This design comes from an exercise in tuning for small area on the open sky130 flow, not from production work. Where RTL was checked, it was by simulation tests only, not by an equivalence proof against the original. The RTL of run 8 was laid out without a check of its function. Power figures rest on the tool's default switching activity, not on a simulated workload.

==> flow/design.v <==
module muldiv_unit #(
    parameter int XLEN  = 64,
    parameter int CNT_W = 7
) (
    input  logic            clk,
    input  logic            reset,
    input  logic            start,
    input  logic [2:0]      funct3,
    input  logic [XLEN-1:0] op_a,
    input  logic [XLEN-1:0] op_b,
    input  logic            kill,
    output logic            busy,
    output logic            done,
    output logic [XLEN-1:0] result
);
    localparam int W    = 5;
    localparam int N    = 13;
    localparam int L    = W * N;        
    localparam int DG_W = 4;
    logic             run;              
    logic [CNT_W-1:0] ps;               
    logic [DG_W-1:0]  dg;               
    logic             isdiv, hsel;      
    logic [L-1:0]     qc, bc, pc;       
    logic [L-1:0]     qs, bs;           
    logic             rs;               
    logic             cyn;              
    logic             pm, qm;           
    logic             mb;               
    logic             an, bn, bnz;      
    localparam logic [L-1:0] POL = {
        {W{1'b0}}, {W{1'b1}}, {W{1'b0}}, {W{1'b1}}, {W{1'b0}}, {W{1'b1}}, {W{1'b0}},
        {W{1'b1}}, {W{1'b0}}, {W{1'b1}}, {W{1'b0}}, {W{1'b1}}, {W{1'b0}}};
    assign qc = qs ^ POL;
    assign bc = bs ^ POL;
    logic accept, dfirst, dlast;
    assign accept = !run && start && !kill;
    assign dfirst = (dg == '0);
    assign dlast  = (dg == DG_W'(N-1));
    logic in_asig, in_bsig;
    assign in_asig = funct3[2] ? !funct3[0] : (funct3[1] ^ funct3[0]);
    assign in_bsig = funct3[2] ? !funct3[0] : (funct3[1:0] == 2'b01);
    logic step, first, pre, post0, post1, last_step;
    assign step      = !ps[6];
    assign first     = (ps == '0);
    assign pre       = ps[6] && ps[5];
    assign post0     = ps[6] && !ps[5] && !ps[0];
    assign post1     = ps[6] && !ps[5] && ps[0];
    assign last_step = step && (&ps[5:0]);
    assign busy   = run;
    assign done   = run && ps[6] && !ps[5] && (isdiv ? ps[1] : ps[0]);
    assign result = pc[XLEN-1:0];
    logic [W-1:0] pe, be, qe;
    assign pe = pc[W-1:0];
    assign be = bc[W-1:0];
    assign qe = qc[W-1:0];
    logic mcur, nq;
    assign mcur = dfirst ? qe[0] : mb;
    assign nq   = (an ^ bn) & bnz;
    logic xd, xdg, xm, xp, gq, gb, yi, qss, qsd;
    always_comb begin
        if (isdiv) begin
            xd  = step;
            xm  = 1'b0;
            xp  = post0;
            gq  = pre || post1;
            gb  = step || (post0 && rs);
            if (pre)
                yi = an;                         
            else if (step)
                yi = (first || !rs) ^ bn;        
            else if (post0)
                yi = bn && rs;                   
            else
                yi = hsel ? an : nq;             
            qss = pre || (post0 && hsel);        
            qsd = !qss;
        end else begin
            xd  = 1'b0;
            xm  = (step || hsel) && !first;      
            xp  = 1'b0;
            gq  = !step && !hsel;                
            gb  = step && mcur;
            yi  = an && last_step && mcur;       
            qss = 1'b0;
            qsd = 1'b0;
        end
    end
    assign xdg = xd && !first;                   
    logic lin, rin, qlin, q3m;
    assign lin  = dfirst ? qc[XLEN-1] : (pm && !first);      
    assign rin  = dlast ? (bn && pe[W-1]) : pc[W];           
    assign qlin = dfirst ? !rs : qm;                         
    assign q3m  = dlast ? pc[W] : qe[4];                     
    logic [W-1:0] xn, yn, sn, s, con, qinn;
    logic [W:0]   cn;
    logic [W-1:0] pl, pr, ql, qr, yao;
    assign pl = {pe[W-2:0], 1'b0};
    assign pr = {rin, pe[W-1:1]};
    assign ql = {qe[W-2:0], qlin};
    assign qr = {qc[W], q3m, qe[W-2:1]};
    assign cn[0] = dfirst ? !yi : cyn;
    for (genvar j = 0; j < W; j++) begin : g_bit
        logic xl;
        assign xl = (j == 0) ? lin : pl[j];
        md_aoi222 u_x (.a0(j == 0 ? xd : xdg), .b0(xl), .a1(xm), .b1(pr[j]),
                       .a2(xp), .b2(pe[j]), .y(xn[j]));
        md_aoi22  u_y (.a0(gq), .b0(qe[j]), .a1(gb), .b1(be[j]), .y(yao[j]));
        assign yn[j] = yao[j] ^ yi;
        md_fa     u_a (.a(xn[j]), .b(yn[j]), .c(cn[j]), .s(sn[j]), .co(cn[j+1]));
        assign s[j] = !sn[j];
        md_aoi222 u_q (.a0(qss), .b0(s[j]), .a1(qsd), .b1(ql[j]),
                       .a2(!isdiv), .b2(qr[j]), .y(qinn[j]));
    end
    logic nacc;
    assign nacc = !accept;
    logic [L-1:0] bld, bsh, qs_nx, bs_nx;
    assign bld = {in_bsig && op_b[XLEN-1], op_b};
    assign bsh = {be, bc[L-1:W]};
    for (genvar i = 0; i < L; i++) begin : g_ld
        if (i >= XLEN) begin : g_q64
            assign qs_nx[i] = !qinn[i-(L-W)];
            assign bs_nx[i] = accept ? bld[i] : bsh[i];
        end else if (i >= L - W) begin : g_top
            md_ld_true u_q (.acc(accept), .d(op_a[i]), .qn(qinn[i-(L-W)]), .y(qs_nx[i]));
            assign bs_nx[i] = accept ? bld[i] : bsh[i];
        end else if (POL[i]) begin : g_inv
            md_ld_inv u_q (.acc(accept), .nacc(nacc), .d(op_a[i]), .q(qs[i+W]), .y(qs_nx[i]));
            md_ld_inv u_b (.acc(accept), .nacc(nacc), .d(bld[i]), .q(bs[i+W]), .y(bs_nx[i]));
        end else begin : g_true
            md_ld_true u_q (.acc(accept), .d(op_a[i]), .qn(qs[i+W]), .y(qs_nx[i]));
            md_ld_true u_b (.acc(accept), .d(bld[i]), .qn(bs[i+W]), .y(bs_nx[i]));
        end
    end
    always_ff @(posedge clk or negedge reset) begin
        if (!reset)
            run <= 1'b0;
        else if (accept)
            run <= 1'b1;
        else if (kill || done)
            run <= 1'b0;
    end
    always_ff @(posedge clk) begin
        qs <= qs_nx;
        bs <= bs_nx;
        pc <= {s, pc[L-1:W]};
        if (accept) begin
            isdiv <= funct3[2];
            hsel  <= funct3[2] ? funct3[1] : (funct3[1:0] != 2'b00);
            an    <= in_asig && op_a[XLEN-1];
            bn    <= in_bsig && op_b[XLEN-1];
            ps    <= {CNT_W{funct3[2]}};
            dg    <= '0;
        end else begin
            ps <= ps + CNT_W'(dlast);
            dg <= dlast ? '0 : dg + 1'b1;
        end
        cyn <= cn[W];
        pm  <= pe[W-1];
        qm  <= qe[W-1];
        if (dlast) rs <= s[W-1];
        if (dfirst) mb <= qe[0];
        if (pre)
            bnz <= (bnz && !dfirst) || (|be);
    end
endmodule
module md_aoi222 (
    input  logic a0, b0, a1, b1, a2, b2,
    output logic y
);
    assign y = !((a0 && b0) || (a1 && b1) || (a2 && b2));
endmodule
module md_aoi22 (
    input  logic a0, b0, a1, b1,
    output logic y
);
    assign y = !((a0 && b0) || (a1 && b1));
endmodule
module md_fa (
    input  logic a, b, c,
    output logic s, co
);
    assign {co, s} = {1'b0, a} + {1'b0, b} + {1'b0, c};
endmodule
module md_ld_inv (
    input  logic acc, nacc, d, q,
    output logic y
);
    assign y = !((acc && d) || (nacc && q));
endmodule
module md_ld_true (
    input  logic acc, d, qn,
    output logic y
);
    assign y = !(!(acc && d) && (acc || qn));
endmodule
==> flow/flow/run.sh <==
#!/bin/bash
set -e
export BUFFER_PORTS_ARGS="-buffer_cell sky130_fd_sc_hd__buf_1"
export PRE_FLOORPLAN_TCL="$PWD/flow/downsize.tcl"
export CTS_ARGS="-sink_clustering_enable -repair_clock_nets -sink_clustering_size 20 -sink_clustering_max_diameter 45 -buf_list sky130_fd_sc_hd__clkbuf_8 -dont_use_dummy_load"
bash standard.sh > standard.log 2>&1
==> flow/flow/downsize.tcl <==
# Area recovery before floorplanning: every combinational cell that synthesis
# mapped to a drive strength above 1 is swapped for the same function at drive
# strength 1. Later timing repair sizes cells back up where timing needs it.
set n_swapped 0
foreach inst [[ord::get_db_block] getInsts] {
  set master [[$inst getMaster] getName]
  if { ![regexp {^(sky130_fd_sc_hd__[a-z0-9]+)_([0-9]+)$} $master -> base drive] } { continue }
  if { $drive <= 1 } { continue }
  if { [regexp {__(df|edf|sdf|dl|tap|fill|decap|conb|clk)} $master] } { continue }
  set target ${base}_1
  if { [llength [get_lib_cells -quiet */$target]] == 0 } { continue }
  replace_cell [$inst getName] $target
  incr n_swapped
}
puts "downsize: swapped $n_swapped cells to drive strength 1"
==> flow/standard.sh <==
#!/bin/bash
# synth_recipe.tcl (not shown) runs the flow's synth.tcl, then flattens the netlist and writes it again
# the make line also repeats each setting of config.mk as NAME=value (left out here)
make -C /OpenROAD-flow-scripts/flow DESIGN_CONFIG=/design/flow/config.mk WORK_HOME=/design/flow/orfs CLKGATE_MAP_FILE= SYNTH_SCRIPT=/design/flow/synth_recipe.tcl "${@:-finish}"
==> flow/config.mk <==
export PLATFORM = sky130hd
export DESIGN_NAME = muldiv_unit
export DESIGN_NICKNAME = muldiv_unit
export VERILOG_FILES = /design/flow/design.v
export SDC_FILE = /design/flow/constraint.sdc
export NUM_CORES = 4
export LEC_CHECK = 0
export CAP_MARGIN = 20
export CORE_MARGIN = 2
export CORE_UTILIZATION = 40
export SLEW_MARGIN = 20
export SYNTH_HIERARCHICAL = 1
==> flow/constraint.sdc <==
create_clock -name core_clock -period 6.0 [get_ports {clk}]
set_input_delay 1.2000 -clock core_clock [delete_from_list [all_inputs] [get_ports {clk}]]
set_output_delay 1.2000 -clock core_clock [all_outputs]
set_load 0.01 [all_outputs]
==> summary.txt, run 1 <==
Run status
  • Status: timing/DRC/antenna clean

Route
  • Residual DRC count: 0
  • ANT nets after route: 0
  • Vias after detailed routing: ~4800
  • WL final: approximately 15 mm
  • First-pass DRT Iterations: 4
  • DRT iter0 DRCs: 256
  • Vias/cell: around 4.8
  • Mean routed wirelength per cell: around 14 um

Min path
  • WHS Endpoint: pc[57]
  • HP Start: pc[62]
  • Hold Path Class: flip-flop to flip-flop
  • Hold Path Depth: 0

Critical path
  • Worst Setup Start Kind: flip-flop
  • Critical path required time: around 6.4 ns
  • Reg2reg end: qs[64]
  • Critical path fanouts, max: 6
  • Arrival time worst endpoint: between 5 and 6 ns
  • Worst flop-to-flop path startpoint: dg[0]
  • Flop-to-flop setup slack: ~0.94 ns
  • Crit Path Category: flip-flop to flip-flop
  • Crit. End Element: flip-flop
  • Reg2Reg Depth: 15

GRT
  • First-pass GRT wire length: ~23 mm
  • Congestion Overflow GR: 0
  • Initial antenna violation count: 0
  • Vias in the first global route: about 4800
  • Largest net degree at the start of global routing: between 150 and 200
  • Gr usage total: 16.0%

Cells and area
  • # diodes: 0
  • Final Core Density: between 40 and 50%
  • Nets: around 930
  • Design area: a little under 8000 um^2
  • Ratio of cells with drive above 1 in the final layout: approximately 3.6%
  • Final non-filler cell total: 1006

Clocking
  • Clock latency on the worst-skew pair: around 0.54 ns
  • Total CTS buffers: 24
  • Root Buffer: clkbuf_8
  • CTS Hold Buffers Added: 0
  • H-tree Lvls: 1
  • Worst-path clk slew: roughly 0.10 ns
  • CTS Buffer Depth: 3
  • Clock Sinks: ~220
  • Post-CTS Setup Bufs: 0
  • CTS resizes: 0
  • CTS tree: yes

Place
  • Dpl cell area: between 7000 and 8000 um^2
  • Input/output buffers: 200
  • Placed Cells: ~980
  • Gpl congestion: 0.875
  • Dpl hpwl: about 10 mm

Timing
  • Worst clock skew: about 0.051 ns
  • Final Hold Vio Count: 0
  • Worst relative slew slack: a little under two fifths
  • Final worst path period share: between 80% and 90%
  • Slew @ Worst Pin: between 0.9 and 1 ns
  • Setup TNS: 0 ns
  • Final-report setup violation count: 0
  • Maximum clock frequency: approximately 200 MHz
  • Tmin final: around 5.1 ns
  • Unrepaired setup endpoints after global routing: no
  • Final Max Tran Viols: 0

Floorplan
  • Ports: roughly 200
  • Core box area: 16500 um^2
  • Die X-Extent: around 130 um
  • Die height: ~130 um
  • Die Area: ~18000 um^2
  • FP Rows: 47
  • Starting density of the core: 40.8%

Power and ir drop
  • Leakage Power: 3.06 nW
  • Seq pwr share: between 50% and 60%
  • Comb pwr share: 20.5%
  • Clock share of power: a little over a fifth
  • Int Power: approximately 2.6 mW
  • Sw Pwr: 1.16 mW
  • Maximum vdd drop: ~0.23 mV
  • Switching Share: 30.7%
  • Pwr/cell area: approximately 480 nW/um^2

Synth
  • Syn Inst Count: 630
  • Ys Warns: 7
  • Syn_nets: 776

Flow run
  • Max_cap viols: 0
-- sequential cells by signal, indices dropped and copies added (netlist names) --
name   cells
cyn        1
bn         1
rs         1
dg         4
ps         7
bs        65
qs        65
mb         1
bnz        1
hsel       1
pm         1
pc        65
run        1
isdiv      1
an         1
qm         1
-- worst max-delay path by stage --
stage,start,endpoint,slack [ns],cells after the start
detailed placement,dg[0],qs[64],1.01,15
global placement,dg[0],qs[64],1.17,15
CTS,dg[0],qs[64],0.94,15
finish,dg[0],qs[64],0.94,15
global route,dg[0],qs[64],0.60,15
floorplan,start,bs[64],0.34,4
-- power by group through the flow --
stage / sequential (mW) / clock [mW] / combinational [mW]
after floorplan: 2.13 / 0 / 0.635
after global placement: 2.23 / 0 / 0.770
after detailed placement: 2.24 / 0 / 0.782
after CTS: 2.22 / 0.834 / 0.785
after global routing: 2.26 / 0.892 / 0.871
final: 2.21 / 0.798 / 0.774
-- worst max-delay path, cell delays in order (launching register included) --
cell and delay [ns]:
dfxtp_1 0.34, inv_1 0.06, ha_1 0.19, nor3b_1 0.56, mux2i_1 0.36, a31oi_1 0.12, a221o_1 0.40, mux2_1 0.37
fa_1 0.39, fa_1 0.40, fa_1 0.40, fa_1 0.38, fa_1 0.49, inv_1 0.06, a222oi_1 0.32, inv_1 0.07
-- per-layer routing --
metal  vias to the layer above  global-route usage, %  share of wire (%)
met1                      2168                   20.6                 44
li1                       2445                      -                  -
met5                         -                      0                  0
met4                         0                   4.61                2.5
met2                       181                   25.3                 45
met3                        33                   5.75                9.2
-- stage by stage --
stage | setup WS, ns | hold WS [ns] | total power [mW]
final | 0.937 | 0.313 | 3.78
after global routing | 0.599 | 0.323 | 4.03
after CTS | 0.940 | 0.322 | 3.83
after detailed placement | 1.01 | 0.335 | 3.02
after global placement | 1.17 | 0.333 | 3.00
after floorplan | 0.342 | 0.310 | 2.77
-- area by class of cell --
cell class / count / area, um^2
repair buffers: 202 / 766
fillers: 1586 / 8640
well taps: 220 / 275
flip-flops and latches: 217 / 4410
multi-input cells: 329 / 1990
clock buffers: 24 / 330
inverters: 14 / 60.1
-- placed cells by master, fill, tap and decap left out, types with 2 or more instances in the layout --
cell      instances
edfxtp_1          6
xor2_1            4
o21ai_1          64
nor2_1            8
a222oi_1         10
mux2_1            3
nor2b_1           2
a21oi_1           8
o21ai_0          10
nand2_1         101
a22oi_1          65
dfxtp_1         210
inv_1            13
mux2i_1           2
fa_1              5
buf_4             2
nand2b_1          3
or4_1             2
and3_1            3
nor3_1            4
nand3_1           4
clkbuf_8         24
xnor2_1           9
and2_1            2
buf_1           200
ha_1              6
==> inputs of run 2 (changes only) <==
==> flow/flow/run.sh (replaced) <==
#!/bin/bash
set -e
export BUFFER_PORTS_ARGS="-buffer_cell sky130_fd_sc_hd__buf_1"
export PRE_FLOORPLAN_TCL="$PWD/flow/downsize.tcl"
export CTS_ARGS="-sink_clustering_enable -repair_clock_nets -sink_clustering_size 6 -sink_clustering_max_diameter 30 -buf_list sky130_fd_sc_hd__clkbuf_2 -dont_use_dummy_load"
bash standard.sh > standard.log 2>&1
==> run 2 against run 1 <==
Combinational power hardly changed. Cell count is 2.3% higher. Wire length increased by 2.0%. Core utilization decreased by 0.58 points. Clock-buffer cell count up 23. Synthesized cell count unchanged. Critical path depth is the same. Largest power group unchanged. Non-clock buffer count did not move. Total power fell by 3.1%. Register-to-register slack improved by 0.06 ns.
==> summary.txt, run 2 <==
Run status
  • Status: timing/DRC/antenna clean

Critical path
  • Crit. End Element: flip-flop
  • Critical path required time: approximately 6.6 ns
  • Arrival time worst endpoint: approximately 5.6 ns
  • Crit Path Category: flip-flop to flip-flop
  • Worst flop-to-flop path startpoint: dg[0]
  • Crit-path slowest cell: nor3b_1
  • Reg2Reg Depth: 15
  • Cell Chain, Critical Path: inv_1, ha_1, nor3b_1, mux2i_1, a31oi_1, a221o_1, mux2_1, fa_1, fa_1, fa_1, fa_1, fa_1, inv_1, a222oi_1, inv_1
  • Worst Setup Start Kind: flip-flop
  • Reg2reg end: qs[64]
  • Flop-to-flop setup slack: ~1.0 ns
  • Largest stage delay on the critical path: 0.57 ns
  • Most used cell, CP: fa_1
  • Critical path fanouts, max: 6
  • Crit path launch: dg[0]

Cells and area
  • Area of the multi-input gates: a little under 2000 um^2
  • Final Core Density: a little under half
  • Most frequent cells in the layout: dfxtp_1 (210), buf_1 (200), nand2_1 (101), a22oi_1 (65), o21ai_1 (64)
  • Fillers: ~1600
  • Leading cell type in the layout, fill and taps excluded: dfxtp_1
  • Ratio of cells with drive above 1 in the final layout: under 10%
  • Largest regs: bs (65), pc (65), qs (65)
  • # diodes: 0
  • Nets: approximately 960
  • Register area: around 4400 um^2

Synth
  • Ys Warns: 7
  • Syn_nets: just under 800
  • Syn Inst Count: 630

Place
  • Gpl congestion: about 0.87
  • Input/output buffers: 200
  • Dpl hpwl: 9.99 mm
  • Place WS: ~1.0 ns

Timing
  • Final Hold Vio Count: 0
  • Final-report setup violation count: 0
  • Unrepaired setup endpoints after global routing: no
  • Slew @ Worst Pin: roughly 0.95 ns
  • Final worst path period share: ~83%
  • Worst clock skew: ~0.14 ns
  • Tmin final: about 5.0 ns
  • Final Max Tran Viols: 0
  • Final WS setup: between 0.9 and 1 ns
  • Maximum clock frequency: 200 MHz
  • Setup TNS: 0 ns
  • Worst relative slew slack: 36.8%

Route
  • Vias after detailed routing: roughly 5000
  • First-pass DRT Iterations: 5
  • Mean routed wirelength per cell: about 14 um
  • Met2 Wirelength: roughly 6.6 mm
  • DRT iter0 DRCs: approximately 260
  • Residual DRC count: 0
  • WL final: ~15 mm
  • ANT nets after route: 0
  • Top Layer Used: met4
  • Met3 routed WL: roughly 1.6 mm
  • M1 WL: between 6 and 7 mm
  • Vias/cell: between 4 and 5

GRT
  • Congestion Overflow GR: 0
  • Vias in the first global route: 5018
  • Initial antenna violation count: 0
  • Largest net degree at the start of global routing: approximately 180
  • First-pass GRT wire length: between 20 and 25 mm
  • Gr usage total: around 17%

Clocking
  • Clock Sinks: 217
  • Root Buffer: clkbuf_2
  • CTS Buffer Depth: 3
  • H-tree Lvls: 2
  • Worst-path clk slew: about 0.10 ns
  • Post-CTS Setup Bufs: 0
  • CTS tree: yes
  • CTS resizes: 0
  • Clock latency on the worst-skew pair: about 0.75 ns
  • CTS Hold Buffers Added: 0
  • Total CTS buffers: 47

Min path
  • Hold Path Class: input port to asynchronous set/reset pin

Floorplan
  • Ports: around 200
  • FP Rows: 47
  • Starting density of the core: between 40% and 50%
  • Die height: approximately 130 um
  • Core box area: around 16000 um^2
  • Die X-Extent: between 100 and 150 um
  • Die Area: 17800 um^2

Flow run
  • Max_cap viols: 0

Power and ir drop
  • Pwr/cell area: approximately 470 nW/um^2
  • Maximum vdd drop: 0.197 mV
  • Leakage Power: 3.08 nW
[run 2: where the power goes]
group	total [mW]	switching (mW)	leakage, nW	internal (mW)
Combinational	0.775	0.462	1.05	0.314
Sequential	2.21	0.257	1.83	1.95
Clock	0.678	0.475	0.195	0.203
[run 2: final cells by class]
type / count / share of cell area (%)
Clock buffer: 47 / 3.04
Inverter: 14 / 0.776
Multi-Input combinational cell: 329 / 25.7
Sequential cell: 217 / 57.0
Tap cell: 220 / 3.56
Timing Repair Buffer: 202 / 9.90
[run 2: how the worst max path moves through the flow]
stage                     endpoint  slack (ns)
final                       qs[64]         1.0
after global routing        qs[64]        0.66
after CTS                   qs[64]        1.01
after detailed placement    qs[64]        1.01
after global placement      qs[64]        1.17
after floorplan             bs[64]        0.34
[run 2: layer usage]
metal	global-route usage [%]	up-vias
li1	-	2498
met1	20.2	2226
met2	25.9	210
met3	7.42	28
met4	5.97	0
met5	0	-
[run 2: worst max-delay path: cells and delay by family (launching register included)]
family / cells / cell delay (ns)
muxes: 2 / 0.74
buffers and inverters: 3 / 0.19
AOI/OAI and AO/OA: 3 / 0.85
and+or+nand+nor: 1 / 0.57
adders and majority gates: 6 / 2.24
DFF: 1 / 0.35
[run 2: stage by stage]
step	cells	power [mW]	area, um^2	hold slack, ns
CTS	1029	3.72	7730	0.211
finish	1029	3.66	7730	0.289
global placement	982	3.00	7500	0.333
detailed placement	982	3.02	7500	0.335
floorplan	630	2.77	6710	0.310
global route	1029	3.91	7730	0.183
==> inputs of run 3 (changes only) <==
==> flow/flow/run.sh (replaced) <==
#!/bin/bash
set -e
export BUFFER_PORTS_ARGS="-buffer_cell sky130_fd_sc_hd__buf_1"
export PRE_FLOORPLAN_TCL="$PWD/flow/downsize.tcl"
export CTS_ARGS="-sink_clustering_enable -repair_clock_nets -sink_clustering_size 12 -sink_clustering_max_diameter 40 -buf_list sky130_fd_sc_hd__clkbuf_4 -dont_use_dummy_load"
bash standard.sh > standard.log 2>&1
==> run 3 against run 2 <==
Hold slack worse by 0.0020 ns. Clock power is 2% lower. Largest power group unchanged. Highest routed layer unchanged. Synthesized cell count did not move. Non-clock buffer count is the same. Sequential share of layout area is essentially flat. Via count is 1.2% lower. Clock-buffer cell count fell by 16. Worst setup slack lost 0.038 ns. Register-to-register slack worse by 0.04 ns. Wire length shrank 2.2%. Sequential power is essentially flat. Critical endpoint unchanged. Critical path depth stayed put.
==> summary.txt, run 3 <==
Cells and area
  • # diodes: 0
  • Nets: approximately 940
  • Largest regs: bs (65), pc (65), qs (65)
  • Design area: between 7000 and 8000 um^2
  • Leading cell type in the layout, fill and taps excluded: dfxtp_1
  • Most frequent cells in the layout: dfxtp_1 (210), buf_1 (200), nand2_1 (101), a22oi_1 (65), o21ai_1 (64)
  • Final non-filler cell total: 1013
  • Ratio of cells with drive above 1 in the final layout: 4.41%

Timing
  • Worst relative slew slack: 39.8%
  • Unrepaired setup endpoints after global routing: no
  • Final-report setup violation count: 0
  • Final worst path period share: a little over four fifths
  • Worst clock skew: around 0.077 ns
  • Slew @ Worst Pin: around 0.9 ns
  • Tmin final: ~5.0 ns
  • Final WS setup: about 0.96 ns
  • Final Max Tran Viols: 0
  • Maximum clock frequency: about 200 MHz
  • Final Hold Vio Count: 0
  • WHS: ~0.29 ns
  • Setup TNS: 0 ns

Critical path
  • Arrival time worst endpoint: between 5 and 6 ns
  • Critical path required time: between 6 and 7 ns
  • Critical path fanouts, max: 6
  • Crit Path Category: flip-flop to flip-flop
  • Worst Setup Start Kind: flip-flop
  • Crit. End Element: flip-flop

GRT
  • Congestion Overflow GR: 0
  • GR met3 Demand/Resource: between 6 and 7%
  • Gr busiest metal: met2
  • Vias in the first global route: between 4000 and 5000
  • Met1 usage: between 20 and 25%
  • First-pass GRT wire length: about 23 mm
  • Largest net degree at the start of global routing: between 150 and 200
  • Initial antenna violation count: 0
  • GR Util met2: approximately a quarter
  • Gr usage total: between 15 and 20%

Power and ir drop
  • Pwr/cell area: around 470 nW/um^2
  • Maximum vdd drop: ~0.23 mV
  • Leakage Power: between 3 and 4 nW

Synth
  • Syn Inst Count: 630
  • Ys Warns: 7
  • Syn_nets: 776

Place
  • Dpl cell area: ~7500 um^2
  • Gpl congestion: about 0.87
  • Place WS: 1.01 ns
  • Placed Cells: a little under 1000
  • Dpl hpwl: 9.99 mm
  • Input/output buffers: 200

Clocking
  • Worst-path clk slew: around 0.11 ns
  • H-tree Lvls: 1
  • Clock latency on the worst-skew pair: 0.65 ns
  • Post-CTS Setup Bufs: 0
  • Total CTS buffers: 31
  • Root Buffer: clkbuf_4
  • CTS Buffer Depth: 3
  • CTS Hold Buffers Added: 0
  • CTS resizes: 0
  • Clock Sinks: 217
  • CTS tree: yes

Route
  • ANT nets after route: 0
  • DRT iter0 DRCs: ~220
  • Residual DRC count: 0
  • First-pass DRT Iterations: 7
  • Mean routed wirelength per cell: 14.3 um
  • Vias after detailed routing: about 4900
  • WL final: about 14 mm
  • Vias/cell: 4.84

Run status
  • Status: timing/DRC/antenna clean

Floorplan
  • FP Rows: 47
  • Core box area: between 15000 and 20000 um^2
  • Die Area: ~18000 um^2
  • Starting density of the core: 40.8%
  • Ports: 201
  • Die height: 134 um
  • Die X-Extent: 134 um

Min path
  • Hold Path Class: flip-flop to flip-flop

Flow run
  • Max_cap viols: 0
run 3: worst max-delay path, stage by stage, from the launching register on:
cell      delay, ns
dfxtp_1        0.35
inv_1          0.06
ha_1           0.19
nor3b_1        0.56
mux2i_1        0.35
a31oi_1        0.12
a221o_1        0.40
mux2_1         0.37
fa_1           0.39
fa_1           0.40
fa_1           0.39
fa_1           0.38
fa_1           0.49
inv_1          0.06
a222oi_1       0.32
inv_1          0.08
run 3: metal layers:
layer / share of wire [%] / vias to the layer above
met5: 0 / -
met4: 2.0 / 0
met3: 10 / 27
met2: 44 / 212
met1: 43 / 2199
li1: - / 2465
run 3: through the flow:
stage / util (%) / total power [mW]
global route: 47.0 / 3.90
detailed placement: 45.5 / 3.02
finish: 47.0 / 3.65
global placement: 45.5 / 3.00
floorplan: - / 2.77
CTS: 46.9 / 3.70
run 3: area by class of cell:
type	count	area [um^2]
Timing Repair Buffer	202	766
Inverter	14	60.1
Fill cell	1609	8730
Multi-Input combinational cell	329	1990
Sequential cell	217	4410
Tap cell	220	275
Clock buffer	31	233
run 3: worst paths after layout:
check / startpoint / to / slack (ns) / depth (start not counted)
worst max-delay path: dg[0] / qs[64] / 0.96 / 15
worst min-delay path: pc[20] / pc[15] / 0.29 / 0
worst min register to register: pc[20] / pc[15] / 0.29 / 0
worst max register to register: dg[0] / qs[64] / 0.96 / 15
max in group asynchronous: reset / run / 5.58 / 1
min in group asynchronous: reset / run / 0.33 / 1
run 3: power breakdown:
| part | leakage [nW] | switching, mW | internal, mW | total, mW |
|---|---|---|---|---|
| logic | 1.05 | 0.462 | 0.313 | 0.776 |
| registers | 1.83 | 0.256 | 1.95 | 2.20 |
| clock network | 0.143 | 0.430 | 0.235 | 0.665 |
==> inputs of run 4 (changes only) <==
==> flow/flow/run.sh (replaced) <==
#!/bin/bash
set -e
export BUFFER_PORTS_ARGS="-buffer_cell sky130_fd_sc_hd__buf_1"
export PRE_FLOORPLAN_TCL="$PWD/flow/downsize.tcl"
export CTS_ARGS="-sink_clustering_enable -repair_clock_nets -sink_clustering_size 10 -sink_clustering_max_diameter 40 -buf_list sky130_fd_sc_hd__clkbuf_4 -dont_use_dummy_load"
bash standard.sh > standard.log 2>&1
--- a/flow/config.mk
+++ b/flow/config.mk
@@ -7,6 +7,6 @@
 export LEC_CHECK = 0
 export CAP_MARGIN = 20
 export CORE_MARGIN = 2
-export CORE_UTILIZATION = 40
+export CORE_UTILIZATION = 50
 export SLEW_MARGIN = 20
 export SYNTH_HIERARCHICAL = 1
==> run 4 against run 3 <==
First-iteration DRC count is 32% higher. Sequential cell count unchanged. Critical path type unchanged. Clock skew down 0.022 ns. Worst setup slack better by 0.11 ns. Global-route usage increased by 3.0 points. Total power down 0.82%. Sequential power barely moved.
==> summary.txt, run 4 <==
Run status
  • Status: timing/DRC/antenna clean

Clocking
  • Clock latency on the worst-skew pair: 0.63 ns
  • H-tree Lvls: 1
  • Post-CTS Setup Bufs: 0
  • CTS tree: yes
  • CTS resizes: 0
  • Clock Sinks: 217
  • Root Buffer: clkbuf_4
  • Worst-path clk slew: about 0.10 ns
  • Total CTS buffers: 30
  • CTS Hold Buffers Added: 0
  • CTS Buffer Depth: 3

Place
  • Dpl hpwl: between 9 and 10 mm
  • Input/output buffers: 200
  • Gpl congestion: just under 0.9

Timing
  • Unrepaired setup endpoints after global routing: no
  • Slew @ Worst Pin: between 1 and 1.5 ns
  • Maximum clock frequency: 203 MHz
  • Final worst path period share: a little over 80%
  • Setup TNS: 0 ns
  • Worst clock skew: ~0.054 ns
  • Worst relative slew slack: around a third
  • Tmin final: between 4 and 5 ns
  • Final Hold Vio Count: 0
  • Final-report setup violation count: 0
  • Final Max Tran Viols: 0

Cells and area
  • Largest regs: bs (65), pc (65), qs (65)
  • Most frequent cells in the layout: dfxtp_1 (210), buf_1 (200), nand2_1 (101), a22oi_1 (65), o21ai_1 (64)
  • # diodes: 0
  • Nets: 940
  • Leading cell type in the layout, fill and taps excluded: dfxtp_1
  • Area of the multi-input gates: ~2000 um^2
  • Ratio of cells with drive above 1 in the final layout: about 4.3%
  • Register area: ~4400 um^2
  • Fillers: ~1200

Route
  • Vias/cell: roughly 5.1
  • First-pass DRT Iterations: 7
  • Residual DRC count: 0
  • ANT nets after route: 0
  • WL final: 13.6 mm
  • Mean routed wirelength per cell: between 10 and 15 um
  • DRT iter0 DRCs: between 200 and 300
  • Vias after detailed routing: 4906

Power and ir drop
  • Pwr/cell area: 472 nW/um^2
  • Maximum vdd drop: roughly 0.18 mV
  • Leakage Power: around 3 nW
  • Power Total: 3.62 mW

Synth
  • Syn_nets: slightly below 800
  • Ys Warns: 7
  • Syn Inst Count: 630

GRT
  • Largest net degree at the start of global routing: slightly above 100
  • Vias in the first global route: between 4000 and 5000
  • Gr usage total: 18.9%
  • Initial antenna violation count: 0
  • Congestion Overflow GR: 0
  • First-pass GRT wire length: roughly 22 mm

Floorplan
  • Die X-Extent: roughly 120 um
  • Ports: roughly 200
  • Die Area: between 10000 and 15000 um^2
  • Die height: 120 um
  • Core box area: around 13000 um^2
  • Starting density of the core: approximately half
  • FP Rows: 42

Critical path
  • Critical path fanouts, max: 6
  • Critical path required time: roughly 6.5 ns
  • Worst Setup Start Kind: flip-flop
  • Reg2Reg Depth: 15
  • Reg2reg end: qs[64]
  • Flop-to-flop setup slack: ~1.1 ns
  • Crit. End Element: flip-flop
  • Arrival time worst endpoint: between 5 and 6 ns
  • Crit Path Category: flip-flop to flip-flop
  • Worst flop-to-flop path startpoint: dg[0]

Min path
  • Hold Path Class: input port to asynchronous set/reset pin

Flow run
  • Max_cap viols: 0
-- run 4: layout make-up --
class                           instances  share of cell area, %
Timing Repair Buffer                  202                   9.99
Tap cell                              176                   2.87
Sequential cell                       217                   57.5
Multi-Input combinational cell        329                   25.9
Clock buffer                           30                   2.94
Inverter                               14                  0.751
-- run 4: metrics by stage --
| stage | worst slack, ns | instance area, um^2 | cells | utilization [%] | hold slack (ns) |
|---|---|---|---|---|---|
| after floorplan | 0.342 | 6710 | 630 | - | 0.310 |
| after global routing | 0.806 | 7670 | 968 | 58.1 | 0.304 |
| after CTS | 1.08 | 7670 | 968 | 58.1 | 0.288 |
| after detailed placement | 1.07 | 7440 | 938 | 56.4 | 0.329 |
| after global placement | 1.23 | 7440 | 938 | 56.4 | 0.335 |
| final | 1.07 | 7670 | 968 | 58.1 | 0.329 |
-- run 4: where the power goes --
| part | total, mW | switching (mW) | internal, mW |
|---|---|---|---|
| clock network | 0.649 | 0.420 | 0.229 |
| logic | 0.767 | 0.452 | 0.315 |
| registers | 2.20 | 0.251 | 1.95 |
-- run 4: worst max-delay path, cell delays in order (launching register included) --
cell and delay, ns:
dfxtp_1 0.34, inv_1 0.07, ha_1 0.18, nor3b_1 0.53
mux2i_1 0.31, a31oi_1 0.11, a221o_1 0.40, mux2_1 0.36
fa_1 0.39, fa_1 0.40, fa_1 0.40, fa_1 0.39
fa_1 0.49, inv_1 0.06, a222oi_1 0.33, inv_1 0.07
-- run 4: metal layers --
layer  global-route usage (%)  wire length, um
met5                        0                0
met1                     25.0             6070
met2                     29.2             6040
met3                     6.42             1200
met4                     6.10              315
-- run 4: worst max-delay path by stage --
stage / startpoint / slack, ns / cells past startpoint / end
2_1_floorplan: start / 0.34 / 4 / bs[64]
5_1_grt: dg[0] / 0.81 / 15 / qs[64]
3_5_place_dp: dg[0] / 1.07 / 15 / qs[64]
6_report: dg[0] / 1.07 / 15 / qs[64]
4_1_cts: dg[0] / 1.08 / 15 / qs[64]
3_3_place_gp: dg[0] / 1.23 / 15 / qs[64]
==> inputs of run 5 (changes only) <==
--- a/flow/config.mk
+++ b/flow/config.mk
@@ -7,6 +7,7 @@
 export LEC_CHECK = 0
 export CAP_MARGIN = 20
 export CORE_MARGIN = 2
-export CORE_UTILIZATION = 50
+export CORE_UTILIZATION = 40
+export PLACE_DENSITY = 0.8
 export SLEW_MARGIN = 20
 export SYNTH_HIERARCHICAL = 1
==> run 5 against run 4 <==
Still clean. Register-to-register slack improved by 0.14 ns. Sequential power barely moved. Hold slack got worse by 0.0018 ns. Final area rose by 0.72%. Core utilization fell by 11 points. Clock-buffer cell count fell by 1. Largest power group unchanged.
==> summary.txt, run 5 <==
Min path
  • Hold Path Class: input port to asynchronous set/reset pin

Cells and area
  • Most frequent cells in the layout: dfxtp_1 (210), buf_1 (200), nand2_1 (101), a22oi_1 (65), o21ai_1 (64)
  • # diodes: 0
  • Ratio of cells with drive above 1 in the final layout: 4.29%
  • Largest regs: bs (65), pc (65), qs (65)
  • Nets: 940
  • Leading cell type in the layout, fill and taps excluded: dfxtp_1
  • Design area: 7720 um^2

Power and ir drop
  • Int Power: approximately 2.5 mW
  • Leakage Power: 3.02 nW
  • Maximum vdd drop: 0.235 mV
  • Seq pwr share: between 60 and 70%
  • Sw Pwr: 1.15 mW
  • Switching Share: 31.7%
  • Comb pwr share: between 20% and 30%
  • Clock share of power: between 15 and 20%
  • Pwr/cell area: 471 nW/um^2

Clocking
  • Clock Sinks: about 220
  • Root Buffer: clkbuf_4
  • CTS Buffer Depth: 3
  • Clock latency on the worst-skew pair: around 0.64 ns
  • CTS tree: yes
  • Post-CTS Setup Bufs: 0
  • CTS Hold Buffers Added: 0
  • CTS resizes: 0
  • Total CTS buffers: 29
  • Worst-path clk slew: ~0.090 ns
  • H-tree Lvls: 1

Timing
  • Slew @ Worst Pin: 0.830 ns
  • Maximum clock frequency: roughly 210 MHz
  • Final-report setup violation count: 0
  • Final worst path period share: 79.9%
  • Unrepaired setup endpoints after global routing: no
  • Worst clock skew: around 0.050 ns
  • Final Hold Vio Count: 0
  • Tmin final: ~4.8 ns
  • Final Max Tran Viols: 0
  • Worst relative slew slack: 44.6%
  • Setup TNS: 0 ns

Critical path
  • Largest stage delay on the critical path: about 0.5 ns
  • Most used cell, CP: fa_1
  • Crit Path Category: flip-flop to flip-flop
  • Cell Chain, Critical Path: inv_1, ha_1, nor3b_1, mux2i_1, a31oi_1, a221o_1, mux2_1, fa_1, fa_1, fa_1, fa_1, fa_1, inv_1, a222oi_1, inv_1
  • Critical path fanouts, max: 6
  • Worst Setup Start Kind: flip-flop
  • Critical path required time: roughly 6.5 ns
  • Crit. End Element: flip-flop
  • Crit-path slowest cell: fa_1
  • Buf+Inv Stages, Crit Path: 3
  • Arrival time worst endpoint: ~5.3 ns
  • CP delay by family, top: adder cells

Floorplan
  • Starting density of the core: about 41%
  • Ports: 201
  • Die height: approximately 130 um
  • Die X-Extent: between 100 and 150 um
  • Core box area: roughly 16000 um^2
  • FP Rows: 47
  • Die Area: 17800 um^2

Place
  • Gpl congestion: approximately 0.9
  • Dpl hpwl: just over 10 mm
  • Dpl cell area: about 7500 um^2
  • Input/output buffers: 200

Route
  • Vias after detailed routing: 4961
  • Vias/cell: between 4 and 5
  • Residual DRC count: 0
  • DRT iter0 DRCs: approximately 210
  • Mean routed wirelength per cell: around 14 um
  • ANT nets after route: 0
  • WL final: around 14 mm
  • First-pass DRT Iterations: 5

Synth
  • Ys Warns: 7
  • Syn Inst Count: 630
  • Syn_nets: 776

GRT
  • Congestion Overflow GR: 0
  • First-pass GRT wire length: approximately 23 mm
  • Vias in the first global route: about 4700
  • Gr usage total: ~16%
  • Initial antenna violation count: 0
  • Largest net degree at the start of global routing: approximately 110

Run status
  • Status: timing/DRC/antenna clean

Flow run
  • Max_cap viols: 0
## run 5: layout make-up
cell class	count	area, um^2
clock buffers	29	218
fillers	1585	8740
inverters	14	57.6
well taps	220	275
multi-input cells	329	1990
flip-flops and latches	217	4410
repair buffers	203	773
## run 5: power groups by stage
stage	logic (mW)	clock network (mW)	registers, mW
detailed placement	0.776	0	2.25
CTS	0.778	0.686	2.23
finish	0.770	0.650	2.22
global placement	0.758	0	2.24
floorplan	0.635	0	2.13
global route	0.873	0.740	2.28
## run 5: metal layers
metal / up-vias / share of wire, % / GRT usage [%]
li1: 2473 / - / -
met1: 2248 / 42 / 19.5
met2: 214 / 46 / 26.4
met3: 26 / 9.9 / 5.86
met4: 0 / 1.9 / 4.20
met5: - / 0 / 0
## run 5: worst paths after layout
path	startpoint	to	slack, ns	cells past startpoint
worst max-delay path	dg[0]	qs[64]	1.21	15
worst min-delay path	reset	run	0.33	1
worst max register to register	dg[0]	qs[64]	1.21	15
worst min register to register	pc[19]	pc[14]	0.34	0
max in group asynchronous	reset	run	5.57	1
min in group core_clock	pc[19]	pc[14]	0.34	0
## run 5: stage by stage
stage / setup slack [ns] / power, mW / std cells / util, % / hold WS, ns
after global routing: 0.890 / 3.89 / 1012 / 46.9 / 0.270
after detailed placement: 1.20 / 3.03 / 983 / 45.6 / 0.334
after global placement: 1.26 / 3.00 / 983 / 45.6 / 0.333
after CTS: 1.20 / 3.69 / 1012 / 46.9 / 0.261
after floorplan: 0.342 / 2.77 / 630 / - / 0.310
final: 1.21 / 3.64 / 1012 / 46.9 / 0.327
## run 5: worst reg2reg max path, cell delays in order, from the launching register on
cell and delay [ns]:
dfxtp_1 0.35, inv_1 0.06, ha_1 0.18, nor3b_1 0.47, mux2i_1 0.30, a31oi_1 0.11
a221o_1 0.40, mux2_1 0.36, fa_1 0.38, fa_1 0.40, fa_1 0.39, fa_1 0.38
fa_1 0.49, inv_1 0.06, a222oi_1 0.30, inv_1 0.07
==> inputs of run 6 (changes only) <==
--- a/flow/config.mk
+++ b/flow/config.mk
@@ -8,6 +8,5 @@
 export CAP_MARGIN = 20
 export CORE_MARGIN = 2
 export CORE_UTILIZATION = 40
-export PLACE_DENSITY = 0.8
 export SLEW_MARGIN = 20
 export SYNTH_HIERARCHICAL = 1
==> run 6 against run 5 <==
Critical path depth unchanged. Core utilization grew 0.061 points. Non-clock buffer count down 1. First-iteration DRC count is 1.4% higher. Wire length fell by 0.66%. Maximum frequency decreased by 4.5%. Via count down 1.9%. Worst setup slack lost 0.23 ns. Cell count barely moved. Highest routed layer unchanged.
==> summary.txt, run 6 <==
Run status
  • Status: timing/DRC/antenna clean

Clocking
  • CTS Buffer Depth: 3
  • Post-CTS Setup Bufs: 0
  • Root Buffer: clkbuf_4
  • CTS tree: yes
  • Clock latency on the worst-skew pair: roughly 0.65 ns
  • CTS Hold Buffers Added: 0
  • Clock Sinks: roughly 220
  • Worst-path clk slew: ~0.09 ns
  • CTS resizes: 0
  • Total CTS buffers: 31
  • H-tree Lvls: 1

Cells and area
  • Ratio of cells with drive above 1 in the final layout: under 10%
  • Leading cell type in the layout, fill and taps excluded: dfxtp_1
  • Largest regs: bs (65), pc (65), qs (65)
  • # diodes: 0
  • Nets: 941
  • Area of the multi-input gates: a little under 2000 um^2
  • Fillers: 1603
  • Final Core Density: between 40% and 50%
  • Most frequent cells in the layout: dfxtp_1 (210), buf_1 (200), nand2_1 (101), a22oi_1 (65), o21ai_1 (64)
  • Register area: between 4000 and 5000 um^2

Flow run
  • Max_cap viols: 0

Power and ir drop
  • Pwr/cell area: between 400 and 500 nW/um^2
  • Maximum vdd drop: between 0.2 and 0.25 mV
  • Leakage Power: between 3 and 4 nW

Floorplan
  • Core box area: between 15000 and 20000 um^2
  • Die X-Extent: ~130 um
  • Die height: about 130 um
  • Ports: ~200
  • Die Area: 17800 um^2
  • FP Rows: 47
  • Starting density of the core: between 40% and 50%

Timing
  • Tmin final: 5.02 ns
  • WHS: between 0.3 and 0.4 ns
  • Final-report setup violation count: 0
  • Unrepaired setup endpoints after global routing: no
  • Maximum clock frequency: about 200 MHz
  • Final worst path period share: roughly 84%
  • Worst clock skew: between 0.07 and 0.08 ns
  • Final Max Tran Viols: 0
  • Slew @ Worst Pin: about 0.9 ns
  • Setup TNS: 0 ns
  • Worst relative slew slack: about two fifths
  • Final Hold Vio Count: 0

Place
  • Gpl congestion: around 0.9
  • Input/output buffers: 200
  • Dpl hpwl: 9.99 mm

GRT
  • Vias in the first global route: between 4000 and 5000
  • First-pass GRT wire length: 23.2 mm
  • Initial antenna violation count: 0
  • Largest net degree at the start of global routing: between 150 and 200
  • Gr usage total: 15.9%
  • Congestion Overflow GR: 0

Critical path
  • Crit. End Element: flip-flop
  • Critical path fanouts, max: 6
  • Arrival time worst endpoint: ~5.5 ns
  • Crit Path Category: flip-flop to flip-flop
  • Critical path required time: 6.51 ns
  • Worst Setup Start Kind: flip-flop

Route
  • Mean routed wirelength per cell: about 14 um
  • ANT nets after route: 0
  • Residual DRC count: 0
  • DRT iter0 DRCs: approximately 210
  • Vias/cell: approximately 4.8
  • First-pass DRT Iterations: 6
  • Vias after detailed routing: just under 5000
  • WL final: 14.4 mm

Synth
  • Ys Warns: 7
  • Syn_nets: 776
  • Syn Inst Count: 630

Min path
  • Hold Path Class: input port to asynchronous set/reset pin
## run 6: final timing paths
| kind | from | to | slack (ns) | cells past startpoint |
|---|---|---|---|---|
| setup reg to reg | dg[0] | qs[64] | 0.98 | 15 |
| max in group asynchronous | reset | run | 5.58 | 1 |
| min in group core_clock | pc[40] | pc[35] | 0.32 | 0 |
| hold reg to reg | pc[40] | pc[35] | 0.32 | 0 |
| hold / removal | reset | run | 0.32 | 1 |
| setup / recovery | dg[0] | qs[64] | 0.98 | 15 |
## run 6: final cells by class
type / count / share of cell area, %
Sequential cell: 217 / 57.0
Multi-Input combinational cell: 329 / 25.7
Timing Repair Buffer: 202 / 9.90
Tap cell: 220 / 3.56
Clock buffer: 31 / 3.01
Inverter: 14 / 0.777
## run 6: where the power goes
group | leakage (nW) | switching (mW) | total (mW) | internal (mW)
clock | 0.143 | 0.430 | 0.665 | 0.235
sequential | 1.83 | 0.256 | 2.21 | 1.95
combinational | 1.05 | 0.461 | 0.774 | 0.313
## run 6: layer usage
| layer | global-route usage [%] | vias to the layer above | share of wire [%] |
|---|---|---|---|
| met5 | 0 | - | 0 |
| met4 | 5.02 | 0 | 2.0 |
| met3 | 5.94 | 30 | 10 |
| met2 | 25.1 | 201 | 44 |
| met1 | 20.2 | 2172 | 43 |
| li1 | - | 2466 | - |
## run 6: worst max-delay path: stages, from the launching register on
cell	delay [ns]
dfxtp_1	0.34
inv_1	0.06
ha_1	0.19
nor3b_1	0.57
mux2i_1	0.36
a31oi_1	0.12
a221o_1	0.40
mux2_1	0.37
fa_1	0.39
fa_1	0.40
fa_1	0.40
fa_1	0.38
fa_1	0.49
inv_1	0.06
a222oi_1	0.33
inv_1	0.07
## run 6: stage by stage
step           setup slack, ns  instances  instance area, um^2  power, mW
6_report                 0.981       1013                 7730       3.65
5_1_grt                  0.653       1013                 7730       3.89
4_1_cts                  0.982       1013                 7730       3.71
3_5_place_dp              1.01        982                 7500       3.02
2_1_floorplan            0.342        630                 6710       2.77
3_3_place_gp              1.17        982                 7500       3.00
==> inputs of run 7 (changes only) <==
--- a/flow/design.v
+++ b/flow/design.v
@@ -27,7 +27,8 @@
     logic             cyn;              
     logic             pm, qm;           
     logic             mb;               
-    logic             an, bn, bnz;      
+    logic             an, bn;           
+    logic             q63;              
     localparam logic [L-1:0] POL = {
         {W{1'b0}}, {W{1'b1}}, {W{1'b0}}, {W{1'b1}}, {W{1'b0}}, {W{1'b1}}, {W{1'b0}},
         {W{1'b1}}, {W{1'b0}}, {W{1'b1}}, {W{1'b0}}, {W{1'b1}}, {W{1'b0}}};
@@ -56,7 +57,7 @@
     assign qe = qc[W-1:0];
     logic mcur, nq;
     assign mcur = dfirst ? qe[0] : mb;
-    assign nq   = (an ^ bn) & bnz;
+    assign nq   = (an ^ bn) & !q63;
     logic xd, xdg, xm, xp, gq, gb, yi, qss, qsd;
     always_comb begin
         if (isdiv) begin
@@ -160,8 +161,8 @@
         qm  <= qe[W-1];
         if (dlast) rs <= s[W-1];
         if (dfirst) mb <= qe[0];
-        if (pre)
-            bnz <= (bnz && !dfirst) || (|be);
+        if (post0 && dlast)
+            q63 <= qe[W-3];                      
     end
 endmodule
 module md_aoi222 (
==> run 7 against run 6 <==
Critical endpoint unchanged. Combinational power increased by 0.5%. Sequential share of layout area increased by 0.18 points. Sequential cell count unchanged. Global-route usage increased by 0.16 points. Still clean. Final area decreased by 0.31%. Clock-buffer cell count decreased by 2. Cell count unchanged. Sequential power about the same. Via count decreased by 0.88%. Synthesized cell count decreased by 0.16%.
==> summary.txt, run 7 <==
Timing
  • Worst clock skew: 0.0425 ns
  • Unrepaired setup endpoints after global routing: no
  • Final Hold Vio Count: 0
  • Final worst path period share: 77.8%
  • Maximum clock frequency: approximately 210 MHz
  • Tmin final: 4.67 ns
  • Worst relative slew slack: between 30% and 40%
  • Setup TNS: 0 ns
  • Final-report setup violation count: 0
  • Slew @ Worst Pin: between 0.9 and 1 ns
  • Final Max Tran Viols: 0

GRT
  • Vias in the first global route: a little under 5000
  • Gr usage total: roughly 16%
  • Congestion Overflow GR: 0
  • Largest net degree at the start of global routing: around 180
  • Initial antenna violation count: 1
  • First-pass GRT wire length: roughly 23 mm

Place
  • Input/output buffers: 200
  • Placed Cells: 983
  • Dpl cell area: roughly 7500 um^2
  • Gpl congestion: approximately 0.83
  • Dpl hpwl: roughly 10 mm

Route
  • Vias/cell: approximately 4.8
  • Vias after detailed routing: a little under 5000
  • First-pass DRT Iterations: 5
  • Residual DRC count: 0
  • DRT iter0 DRCs: roughly 210
  • ANT nets after route: 0
  • Mean routed wirelength per cell: roughly 14 um
  • WL final: 14.4 mm

Clocking
  • CTS Hold Buffers Added: 0
  • H-tree Lvls: 1
  • Worst-path clk slew: roughly 0.10 ns
  • CTS Buffer Depth: 3
  • Total CTS buffers: 29
  • Post-CTS Setup Bufs: 0
  • Root Buffer: clkbuf_4
  • CTS tree: yes
  • CTS resizes: 0
  • Clock Sinks: around 220
  • Clock latency on the worst-skew pair: ~0.65 ns

Critical path
  • Critical path fanouts, max: 6
  • Critical path required time: around 6.6 ns
  • Arrival time worst endpoint: approximately 5.2 ns
  • Crit. End Element: flip-flop
  • Worst Setup Start Kind: flip-flop
  • Crit Path Category: flip-flop to flip-flop

Min path
  • Hold Path Class: input port to asynchronous set/reset pin

Cells and area
  • Final Core Density: 46.8%
  • Most frequent cells in the layout: dfxtp_1 (210), buf_1 (200), nand2_1 (100), a22oi_1 (65), o21ai_1 (64)
  • Nets: 940
  • Fillers: 1608
  • Leading cell type in the layout, fill and taps excluded: dfxtp_1
  • Largest regs: bs (65), pc (65), qs (65)
  • Ratio of cells with drive above 1 in the final layout: under 10%
  • Final non-filler cell total: 1013
  • Design area: between 7000 and 8000 um^2

Floorplan
  • Core box area: roughly 16000 um^2
  • Starting density of the core: 40.6%
  • Ports: between 200 and 250
  • FP Rows: 47
  • Die height: approximately 130 um
  • Die Area: 17800 um^2
  • Die X-Extent: approximately 130 um

Power and ir drop
  • Seq pwr share: about three fifths
  • Int Power: 2.49 mW
  • Comb pwr share: between 20% and 30%
  • Power Total: ~3.6 mW
  • Maximum vdd drop: between 0.2 and 0.25 mV
  • Clock share of power: roughly 18%
  • Leakage Power: 3.03 nW
  • Switching Share: 31.7%
  • Sw Pwr: 1.16 mW
  • Pwr/cell area: 472 nW/um^2

Synth
  • Syn_nets: between 700 and 800
  • Syn Inst Count: roughly 630
  • Ys Warns: 7

Flow run
  • Max_cap viols: 0

Run status
  • Status: timing/DRC/antenna clean
==> run 7: worst max-delay path, cell delays in order (launching register included) <==
cell      delay, ns
dfxtp_1        0.34
inv_1          0.07
ha_1           0.18
nor3b_1        0.44
mux2i_1        0.32
a41oi_1        0.15
a311oi_1       0.29
buf_4          0.21
xor2_1         0.09
fa_1           0.41
fa_1           0.38
fa_1           0.39
fa_1           0.40
fa_1           0.49
inv_1          0.06
a222oi_1       0.31
inv_1          0.06
==> run 7: cell type report <==
| class | instances | area [um^2] | share of cell area, % |
|---|---|---|---|
| well taps | 220 | 275 | 3.57 |
| inverters | 16 | 67.6 | 0.876 |
| repair buffers | 203 | 773 | 10.0 |
| clock buffers | 29 | 218 | 2.82 |
| flip-flops and latches | 217 | 4410 | 57.2 |
| diodes | 1 | 2.50 | 0.0325 |
| multi-input cells | 327 | 1960 | 25.5 |
==> run 7: final timing paths <==
path	startpoint	to	slack (ns)	cells after the start
setup / recovery	dg[0]	qs[64]	1.33	16
hold / removal	reset	run	0.30	1
setup reg to reg	dg[0]	qs[64]	1.33	16
hold reg to reg	pc[54]	pc[49]	0.31	0
max in group asynchronous	reset	run	5.61	1
min in group core_clock	pc[54]	pc[49]	0.31	0
==> run 7: stage by stage <==
stage	hold slack, ns	setup WS, ns
final	0.295	1.33
after global routing	0.255	1.01
after CTS	0.238	1.32
after detailed placement	0.335	1.25
after global placement	0.333	1.41
after floorplan	0.310	0.342
==> run 7: power groups by stage <==
stage | Sequential [mW] | Combinational, mW | Clock (mW)
after floorplan | 2.13 | 0.637 | 0
after global placement | 2.23 | 0.777 | 0
after detailed placement | 2.24 | 0.788 | 0
after CTS | 2.22 | 0.789 | 0.697
after global routing | 2.26 | 0.892 | 0.748
final | 2.21 | 0.778 | 0.656
==> run 7: layer usage <==
metal  global-route usage (%)  routed length, um
met1                     20.5               6460
met2                     25.5               6520
met3                     4.87               1100
met4                     6.09                306
met5                        0                  0
==> inputs of run 8 (changes only) <==
--- a/flow/design.v
+++ b/flow/design.v
@@ -71,7 +71,7 @@
             else if (step)
                 yi = (first || !rs) ^ bn;        
             else if (post0)
-                yi = bn && rs;                   
+                yi = bn;                         
             else
                 yi = hsel ? an : nq;             
             qss = pre || (post0 && hsel);        
@@ -82,7 +82,7 @@
             xp  = 1'b0;
             gq  = !step && !hsel;                
             gb  = step && mcur;
-            yi  = an && last_step && mcur;       
+            yi  = an && last_step;               
             qss = 1'b0;
             qsd = 1'b0;
         end
==> run 8 against run 7 <==
Sequential cell count unchanged. Sequential share of layout area increased by 0.34 points. Global-route usage shrank 0.18 points. Synthesized cell count fell by 1.4%. Core utilization shrank 0.11 points. Via count grew 0.77%. Maximum frequency down 2.1%. First-iteration DRC count shrank 3.8%. Sequential power about the same. Total power shrank 0.78%. Worst setup slack got worse by 0.098 ns. Critical endpoint unchanged. Largest power group unchanged.
==> summary.txt, run 8 <==
Run status
  • Status: timing/DRC/antenna clean

Floorplan
  • Core box area: between 15000 and 20000 um^2
  • Die height: 133 um
  • Ports: 201
  • Die Area: between 15000 and 20000 um^2
  • Starting density of the core: a little over 40%
  • FP Rows: 47
  • Die X-Extent: ~130 um

GRT
  • Initial antenna violation count: 0
  • Gr usage total: 15.8%
  • First-pass GRT wire length: between 20 and 25 mm
  • Congestion Overflow GR: 0
  • Vias in the first global route: just under 5000
  • Largest net degree at the start of global routing: between 150 and 200

Place
  • Place WS: 1.27 ns
  • Placed Cells: 974
  • Dpl hpwl: 9.69 mm
  • Input/output buffers: 200
  • Gpl congestion: approximately 0.9

Synth
  • Syn_nets: 766
  • Ys Warns: 7
  • Syn Inst Count: between 600 and 700

Route
  • Vias/cell: between 4 and 5
  • ANT nets after route: 0
  • First-pass DRT Iterations: 6
  • Mean routed wirelength per cell: roughly 14 um
  • WL final: around 14 mm
  • DRT iter0 DRCs: 205
  • Vias after detailed routing: between 4000 and 5000
  • Residual DRC count: 0

Timing
  • Tmin final: 4.77 ns
  • Setup TNS: 0 ns
  • Final Hold Vio Count: 0
  • Final Max Tran Viols: 0
  • Final worst path period share: between 70% and 80%
  • Unrepaired setup endpoints after global routing: no
  • Worst relative slew slack: ~33%
  • Slew @ Worst Pin: roughly 1 ns
  • Final-report setup violation count: 0
  • Final WS setup: between 1 and 1.5 ns
  • Maximum clock frequency: 210 MHz
  • Worst clock skew: 0.0640 ns

Power and ir drop
  • Leakage Power: approximately 3.0 nW
  • Pwr/cell area: ~470 nW/um^2
  • Maximum vdd drop: between 0.2 and 0.25 mV
  • Power Total: ~3.6 mW

Clocking
  • Clock Sinks: 217
  • H-tree Lvls: 1
  • Post-CTS Setup Bufs: 0
  • CTS resizes: 0
  • Total CTS buffers: 30
  • Clock latency on the worst-skew pair: ~0.64 ns
  • CTS Hold Buffers Added: 0
  • Root Buffer: clkbuf_4
  • CTS Buffer Depth: 3
  • CTS tree: yes
  • Worst-path clk slew: about 0.10 ns

Cells and area
  • Leading cell type in the layout, fill and taps excluded: dfxtp_1
  • Fillers: 1555
  • # diodes: 0
  • Register area: 4410 um^2
  • Largest regs: bs (65), pc (65), qs (65)
  • Area of the multi-input gates: roughly 1900 um^2
  • Final non-filler cell total: about 1000
  • Ratio of cells with drive above 1 in the final layout: approximately 4.3%
  • Nets: about 930
  • Most frequent cells in the layout: dfxtp_1 (210), buf_1 (200), nand2_1 (94), a22oi_1 (65), o21ai_1 (64)

Min path
  • Hold Path Class: input port to asynchronous set/reset pin

Critical path
  • Arrival time worst endpoint: roughly 5.3 ns
  • Worst Setup Start Kind: flip-flop
  • Critical path required time: ~6.5 ns
  • Crit Path Category: flip-flop to flip-flop
  • Reg2Reg Depth: 13
  • Crit. End Element: flip-flop
  • Critical path fanouts, max: 6

Flow run
  • Max_cap viols: 0
[run 8: worst paths after layout]
kind,slack [ns],endpoint,start
worst max register to register,1.23,qs[64],ps[3]
max in group asynchronous,5.57,run,reset
worst min register to register,0.33,pc[48],pc[53]
worst min-delay path,0.32,run,reset
worst max-delay path,1.23,qs[64],ps[3]
min in group core_clock,0.33,pc[48],pc[53]
[run 8: cell type report]
cell class	instances	share of cell area, %
clock buffers	30	2.94
inverters	17	0.931
multi-input cells	318	25.0
flip-flops and latches	217	57.5
well taps	220	3.59
repair buffers	202	9.99
[run 8: power breakdown]
part | internal, mW | total (mW) | switching [mW]
Clock | 0.228 | 0.654 | 0.426
Combinational | 0.302 | 0.764 | 0.462
Sequential | 1.95 | 2.19 | 0.244
[run 8: per-layer routing]
metal  vias to the layer above  wire length, um  track usage, %
met4                         0              446            5.79
met2                       214             6120            24.8
met3                        36             1450            6.32
met5                         -                0               0
met1                      2175             6040            19.8
li1                       2438                -               -
[run 8: worst max-delay path, stage by stage (launching register included)]
cell,delay (ns)
dfxtp_1,0.36
nor4_1,0.37
a21boi_1,0.14
xor2_1,0.16
a211oi_1,0.84
xor2_1,0.19
fa_1,0.46
fa_1,0.39
fa_1,0.40
fa_1,0.40
fa_1,0.49
inv_1,0.07
a222oi_1,0.31
inv_1,0.07
[run 8: through the flow]
step / hold slack, ns / area [um^2] / util [%]
final: 0.324 / 7660 / 46.7
after global routing: 0.261 / 7660 / 46.7
after CTS: 0.260 / 7660 / 46.7
after detailed placement: 0.322 / 7440 / 45.3
after global placement: 0.330 / 7440 / 45.3
after floorplan: 0.310 / 6640 / -
==> inputs of run 9 (changes only) <==
--- a/flow/design.v
+++ b/flow/design.v
@@ -113,24 +113,24 @@
         md_aoi222 u_q (.a0(qss), .b0(s[j]), .a1(qsd), .b1(ql[j]),
                        .a2(!isdiv), .b2(qr[j]), .y(qinn[j]));
     end
-    logic nacc;
-    assign nacc = !accept;
+    logic idle;
+    assign idle = !run;
     logic [L-1:0] bld, bsh, qs_nx, bs_nx;
     assign bld = {in_bsig && op_b[XLEN-1], op_b};
     assign bsh = {be, bc[L-1:W]};
     for (genvar i = 0; i < L; i++) begin : g_ld
         if (i >= XLEN) begin : g_q64
             assign qs_nx[i] = !qinn[i-(L-W)];
-            assign bs_nx[i] = accept ? bld[i] : bsh[i];
+            assign bs_nx[i] = idle ? bld[i] : bsh[i];
         end else if (i >= L - W) begin : g_top
-            md_ld_true u_q (.acc(accept), .d(op_a[i]), .qn(qinn[i-(L-W)]), .y(qs_nx[i]));
-            assign bs_nx[i] = accept ? bld[i] : bsh[i];
+            md_ld_true u_q (.acc(idle), .d(op_a[i]), .qn(qinn[i-(L-W)]), .y(qs_nx[i]));
+            assign bs_nx[i] = idle ? bld[i] : bsh[i];
         end else if (POL[i]) begin : g_inv
-            md_ld_inv u_q (.acc(accept), .nacc(nacc), .d(op_a[i]), .q(qs[i+W]), .y(qs_nx[i]));
-            md_ld_inv u_b (.acc(accept), .nacc(nacc), .d(bld[i]), .q(bs[i+W]), .y(bs_nx[i]));
+            md_ld_inv u_q (.acc(idle), .nacc(run), .d(op_a[i]), .q(qs[i+W]), .y(qs_nx[i]));
+            md_ld_inv u_b (.acc(idle), .nacc(run), .d(bld[i]), .q(bs[i+W]), .y(bs_nx[i]));
         end else begin : g_true
-            md_ld_true u_q (.acc(accept), .d(op_a[i]), .qn(qs[i+W]), .y(qs_nx[i]));
-            md_ld_true u_b (.acc(accept), .d(bld[i]), .qn(bs[i+W]), .y(bs_nx[i]));
+            md_ld_true u_q (.acc(idle), .d(op_a[i]), .qn(qs[i+W]), .y(qs_nx[i]));
+            md_ld_true u_b (.acc(idle), .d(bld[i]), .qn(bs[i+W]), .y(bs_nx[i]));
         end
     end
     always_ff @(posedge clk or negedge reset) begin
@@ -145,7 +145,7 @@
         qs <= qs_nx;
         bs <= bs_nx;
         pc <= {s, pc[L-1:W]};
-        if (accept) begin
+        if (idle) begin
             isdiv <= funct3[2];
             hsel  <= funct3[2] ? funct3[1] : (funct3[1:0] != 2'b00);
             an    <= in_asig && op_a[XLEN-1];
==> flow/flow/run.sh (replaced) <==
#!/bin/bash
set -e
export BUFFER_PORTS_ARGS="-buffer_cell sky130_fd_sc_hd__buf_1"
export PRE_FLOORPLAN_TCL="$PWD/flow/downsize.tcl"
export CTS_ARGS="-sink_clustering_enable -repair_clock_nets -sink_clustering_size 10 -sink_clustering_max_diameter 40 -buf_list {sky130_fd_sc_hd__clkbuf_2 sky130_fd_sc_hd__clkbuf_4} -dont_use_dummy_load"
bash standard.sh > standard.log 2>&1
==> run 9 against run 8 <==
Register-to-register slack better by 0.13 ns. Maximum frequency is 2.8% higher. First-iteration DRC count is 20% higher. Worst setup slack better by 0.13 ns. Cell count is 0.60% lower. Combinational power is 21% lower. Critical endpoint unchanged. Largest cell class unchanged. Highest routed layer unchanged.
==> summary.txt, run 9 <==
Route
  • Vias after detailed routing: between 4000 and 5000
  • Met2 Wirelength: about 6.4 mm
  • ANT nets after route: 0
  • M1 WL: 6.16 mm
  • Top Layer Used: met4
  • DRT iter0 DRCs: ~250
  • Vias/cell: 4.86
  • WL final: between 10 and 15 mm
  • Met3 routed WL: about 1.4 mm
  • First-pass DRT Iterations: 5
  • Mean routed wirelength per cell: 14.4 um
  • Residual DRC count: 0

Timing
  • Worst clock skew: 0.0900 ns
  • Setup TNS: 0 ns
  • Final Hold Vio Count: 0
  • Final WS setup: between 1 and 1.5 ns
  • Maximum clock frequency: ~220 MHz
  • Tmin final: between 4 and 5 ns
  • Final Max Tran Viols: 0
  • Slew @ Worst Pin: roughly 0.86 ns
  • Final worst path period share: about 77%
  • Worst relative slew slack: a little over two fifths
  • Final-report setup violation count: 0
  • Unrepaired setup endpoints after global routing: no

Clocking
  • Root Buffer: clkbuf_4
  • Clock Sinks: between 200 and 250
  • CTS Buffer Depth: 3
  • H-tree Lvls: 1
  • Post-CTS Setup Bufs: 0
  • CTS resizes: 0
  • CTS Hold Buffers Added: 0
  • Worst-path clk slew: about 0.090 ns
  • Total CTS buffers: 31
  • Clock latency on the worst-skew pair: about 0.68 ns
  • CTS tree: yes

Floorplan
  • Starting density of the core: about two fifths
  • Die X-Extent: roughly 130 um
  • Die Area: 17600 um^2
  • Ports: ~200
  • FP Rows: 47
  • Core box area: 16400 um^2
  • Die height: 133 um

Critical path
  • Worst Setup Start Kind: flip-flop
  • Largest stage delay on the critical path: approximately 0.5 ns
  • Arrival time worst endpoint: 5.19 ns
  • Crit. End Element: flip-flop
  • Crit-path slowest cell: fa_1
  • Most used cell, CP: fa_1
  • Crit Path Category: flip-flop to flip-flop
  • Cell Chain, Critical Path: inv_1, ha_1, nand2_1, mux2_1, nor2_1, o21ai_0, a22oi_1, xor2_1, fa_1, fa_1, fa_1, fa_1, fa_1, inv_1, a222oi_1, inv_1
  • Critical path required time: about 6.6 ns
  • Critical path fanouts, max: 6

Cells and area
  • Largest regs: bs (65), pc (65), qs (65)
  • Leading cell type in the layout, fill and taps excluded: dfxtp_1
  • Most frequent cells in the layout: dfxtp_1 (210), buf_1 (200), nand2_1 (84), a22oi_1 (65), o21ai_1 (64)
  • Ratio of cells with drive above 1 in the final layout: roughly 4.5%
  • Nets: about 930
  • # diodes: 0

GRT
  • Vias in the first global route: 4893
  • Gr usage total: 16.1%
  • First-pass GRT wire length: ~23 mm
  • Initial antenna violation count: 0
  • Largest net degree at the start of global routing: approximately 120
  • Congestion Overflow GR: 0

Min path
  • Hold Path Class: input port to asynchronous set/reset pin

Synth
  • Syn_nets: 760
  • Ys Warns: 7
  • Syn Inst Count: between 600 and 700

Power and ir drop
  • Leakage Power: 3.06 nW
  • Maximum vdd drop: 0.197 mV
  • Pwr/cell area: roughly 430 nW/um^2

Place
  • Place WS: roughly 1.4 ns
  • Dpl hpwl: around 10 mm
  • Gpl congestion: roughly 0.9
  • Input/output buffers: 200

Flow run
  • Max_cap viols: 0

Run status
  • Status: timing/DRC/antenna clean
[run 9: area by class of cell]
cell class	instances	area (um^2)
Clock buffer	31	233
Sequential cell	217	4410
Fill cell	1593	8740
Inverter	18	72.6
Timing Repair Buffer	202	769
Multi-Input combinational cell	310	1900
Tap cell	220	275
[run 9: path summary, 6_finish.rpt]
check,slack [ns],start,depth (start not counted),endpoint
min in group core_clock,0.33,pc[51],0,pc[46]
max in group asynchronous,5.57,reset,1,run
hold reg to reg,0.33,pc[51],0,pc[46]
setup reg to reg,1.36,dg[0],16,qs[64]
hold / removal,0.32,reset,1,run
setup / recovery,1.36,dg[0],16,qs[64]
[run 9: metrics by stage]
stage	cells	cell area (um^2)	power (mW)	utilization [%]	hold WS, ns
floorplan	614	6640	2.44	-	0.310
global placement	967	7430	2.62	45.3	0.334
detailed placement	967	7430	2.65	45.3	0.335
CTS	998	7660	3.33	46.7	0.262
global route	998	7660	3.48	46.7	0.259
finish	998	7660	3.27	46.7	0.323
[run 9: power breakdown]
| group | internal (mW) | total [mW] | switching, mW |
|---|---|---|---|
| Combinational | 0.220 | 0.605 | 0.385 |
| Clock | 0.236 | 0.665 | 0.429 |
| Sequential | 1.81 | 2.00 | 0.193 |
[run 9: critical path, delay by kind of cell (launching register included)]
family / cells / cell delay, ns
compound gates: 3 / 0.96
fa+ha+maj: 6 / 2.40
buf+inv: 3 / 0.20
xor+xnor: 1 / 0.22
simple gates: 2 / 0.23
mux: 1 / 0.19
flops: 1 / 0.41
[run 9: per-layer routing]
layer,GRT usage [%],vias up
met5,0,-
met4,5.91,0
met3,6.13,33
met2,25.4,195
met1,20.0,2188
li1,-,2434

Re-timed with assumed drivers on the ports (clkbuf_16 on the clock, buf_2 on other inputs), run 9 has 1.365 ns of setup slack against 1.365 ns with ideal ports, and 1.365 ns once port delays also move by the mid clock arrival of 0.665 ns.
